Source: an optimization exercise on an open RTL-to-GDS flow (aim: small area, a short achievable clock period and few clock cycles). Production flows keep margins and buffers that such runs may drop. Function was checked by simulation only, so behaviour that the tests miss may differ from the original. No activity file was given, so power comes from the tool's default toggle rates.

// bounded_sorted_set_intersect
module bounded_sorted_set_intersect #(
    parameter int LIST_DEPTH = 32,
    parameter int ID_WIDTH   = 32
) (
    input  wire logic        i_clk,
    input  wire logic        i_rst_n,
    input  wire logic        i_valid,
    output      logic        o_ready,
    input  wire logic [1:0]  i_operation,
    input  wire logic [31:0] i_value,
    input  wire logic [31:0] i_lower_bound,
    input  wire logic [31:0] i_upper_bound,
    output      logic        o_valid,
    input  wire logic        i_ready,
    output      logic [31:0] o_common_value,
    output      logic        o_is_element,
    output      logic [5:0]  o_match_count,
    output      logic        o_last
);
Size in the first run: ~2600 flip-flops, roughly 140 I/O pins, about 0.11 mm² of cells after synthesis.
make LEC_CHECK=0 CAP_MARGIN=20 CORE_MARGIN=2 CORE_UTILIZATION=50 CTS_BUF_LIST='sky130_fd_sc_hd__clkbuf_4 sky130_fd_sc_hd__clkbuf_8 sky130_fd_sc_hd__clkbuf_16' CTS_CLUSTER_DIAMETER=80 CTS_CLUSTER_SIZE=20 SETUP_SLACK_MARGIN=2.6 SLEW_MARGIN=20 finish   # period 5.4 ns
run.sh (not shown) runs the stock make flow with config.mk's settings and CLKGATE_MAP_FILE= SYNTH_SCRIPT=/design/flow/synth_recipe.tcl, a recipe that flattens the netlist after the stock synthesis.
Testbench counts at the start, summed over its fixed seeds: cycles 12,978.
==> next run, changes <==
--- a/flow/design.v
+++ b/flow/design.v
@@ -186,19 +186,19 @@
     assign f_tend   = (fb == F_TRIM) && b_end;
     logic h_lt_lo, h_gt_hi, h_unused0, h_unused1;
     bsi_cmp u_locmp (.i_a(hs), .i_b(s_lo), .o_gt(h_unused0), .o_lt(h_lt_lo));
     bsi_cmp u_hicmp (.i_a(hs), .i_b(s_hi), .o_gt(h_gt_hi), .o_lt(h_unused1));
     logic [5:0] lcnt_n, rcnt_n, wi_n, wj_n, sa_n, rend_n;
     logic       s_act_n, l_pend_n, r_pend_n, lsorted_n, rsorted_n, dw_n, rl_n;
     logic [2:0] fb_n;
     logic       a_v_n, sw_ok_n, safe_n, safe_l_n, dr_n, rdy_n, lwe_n, rwe_n;
     logic [1:0] op_n;
-    logic       lp_h, lp_a, rp_h, rp_a;
+    logic       lp_h, lp_a, rp_h, rp_a, lpn_hold, lpn_step, rpn_hold, rpn_step;
     logic a_gt, a_unused;
     bsi_cmp u_ocmp (.i_a(a_val), .i_b(a_op[0] ? rlast : llast), .o_gt(a_gt), .o_lt(a_unused));
     always_comb begin
         lcnt_n    = ep_sw ? 6'd0 : (lcnt + {5'd0, lwe});
         rcnt_n    = ep_sw ? 6'd0 : (rcnt + {5'd0, rwe});
         lsorted_n = ep_sw || (lsorted && !(lwe && (lcnt != 6'd0) && !a_gt));
         rsorted_n = ep_sw || (rsorted && !(rwe && (rcnt != 6'd0) && !a_gt));
         if (n_sw || dw_done || f_winit) wi_n = 6'd0;
         else if (adv_i)                 wi_n = wi1;
@@ -230,30 +230,35 @@
             if (fb == F_WALK) begin
                 rp_h = wj  < rend;
                 rp_a = wj1 < rend;
             end else begin
                 rp_h = rwe ? (wj  <= rcnt) : (wj  < rcnt);
                 rp_a = rwe ? (wj1 <= rcnt) : (wj1 < rcnt);
             end
         end
         if (n_sw || dw_done) begin
-            l_pend_n = 1'b0;
-            r_pend_n = 1'b0;
+            lpn_hold = 1'b0;
+            lpn_step = 1'b0;
+            rpn_hold = 1'b0;
+            rpn_step = 1'b0;
         end else if (f_winit) begin
-            l_pend_n = (lcnt != 6'd0);
-            r_pend_n = (j0 < rend);
-        end else if (!can_step) begin
-            l_pend_n = lp_h;
-            r_pend_n = rp_h;
+            lpn_hold = (lcnt != 6'd0);
+            lpn_step = (lcnt != 6'd0);
+            rpn_hold = (j0 < rend);
+            rpn_step = (j0 < rend);
         end else begin
-            l_pend_n = w_gt ? lp_h : lp_a;
-            r_pend_n = w_lt ? rp_h : rp_a;
+            lpn_hold = lp_h;
+            lpn_step = can_step ? lp_a : lp_h;
+            rpn_hold = rp_h;
+            rpn_step = can_step ? rp_a : rp_h;
         end
+        l_pend_n = w_gt ? lpn_hold : lpn_step;
+        r_pend_n = w_lt ? rpn_hold : rpn_step;
         dw_n    = dw ? !dw_done : d_sw;
         rl_n    = dw_done;
         s_act_n = s_go || (s_act && !s_sum);
         sa_n    = s_start ? 6'd0 : (move ? sa1 : sa);
         sw_ok_n = (fb_n == F_IDLE) && lsorted_n && rsorted_n && !s_act_n && !dw_n && !rl_n;
         if (!s_act_n || n_sw)       safe_n = 1'b1;
         else if (d_sw)              safe_n = 1'b0;
         else if (move)              safe_n = rwe ? (rcnt < sa1) : (rcnt <= sa1);
         else                        safe_n = rwe ? (rcnt + 6'd1 < sa1) : (rcnt < sa1);
Effect:
- The changed run ran to the end with no violations
- global-route usage rose by 0.95 points
- power is about the same
- clock-buffer cell count fell by 18
- cell count barely changes
- sequential power is about the same
- wire length rose by about 3.4%
- cell area rose by 1.1%
- setup slack improved by 140 ps
- via count rose by 1.6%
- clock power stays flat
- sequential share of layout area fell by 0.66 points
- worst hold slack improved by 24 ps
- first-iteration DRC count rose by 12%
- synthesized cell count fell by 0.66%
Testbench counts after the change, summed over its fixed seeds: cycles 12,978.

[static timing again, ports no longer ideal]
Ports are ideal in the flow. The routed layouts listed here were re-timed in OpenROAD.
Step 1 (the two cells are an assumption about what drives the block):
set clk [get_ports {i_clk}]
set_driving_cell -lib_cell sky130_fd_sc_hd__clkbuf_16 $clk
set_driving_cell -lib_cell sky130_fd_sc_hd__buf_2 [delete_from_list [all_inputs] $clk]
Step 2 moves the port delays by t, midway between the first and last clock arrival at a register: inputs arrive t later, outputs are due t later. That takes back most of the time a late clock gives input paths.
Slacks: ideal ports / drivers / drivers and shift; pairs: ideal ports / drivers.
run	t, ns	setup WS [ns]	worst setup path at the end
the first run	0.915	2.266 / 2.266 / 2.017	input to register
the second run	0.915	2.405 / 2.405 / 1.914	input to register
After both steps setup and hold are still met in every run listed. The setup slack of the second run, which loses most, moves by 0.000 ns with the drivers and by -0.491 ns with both steps.
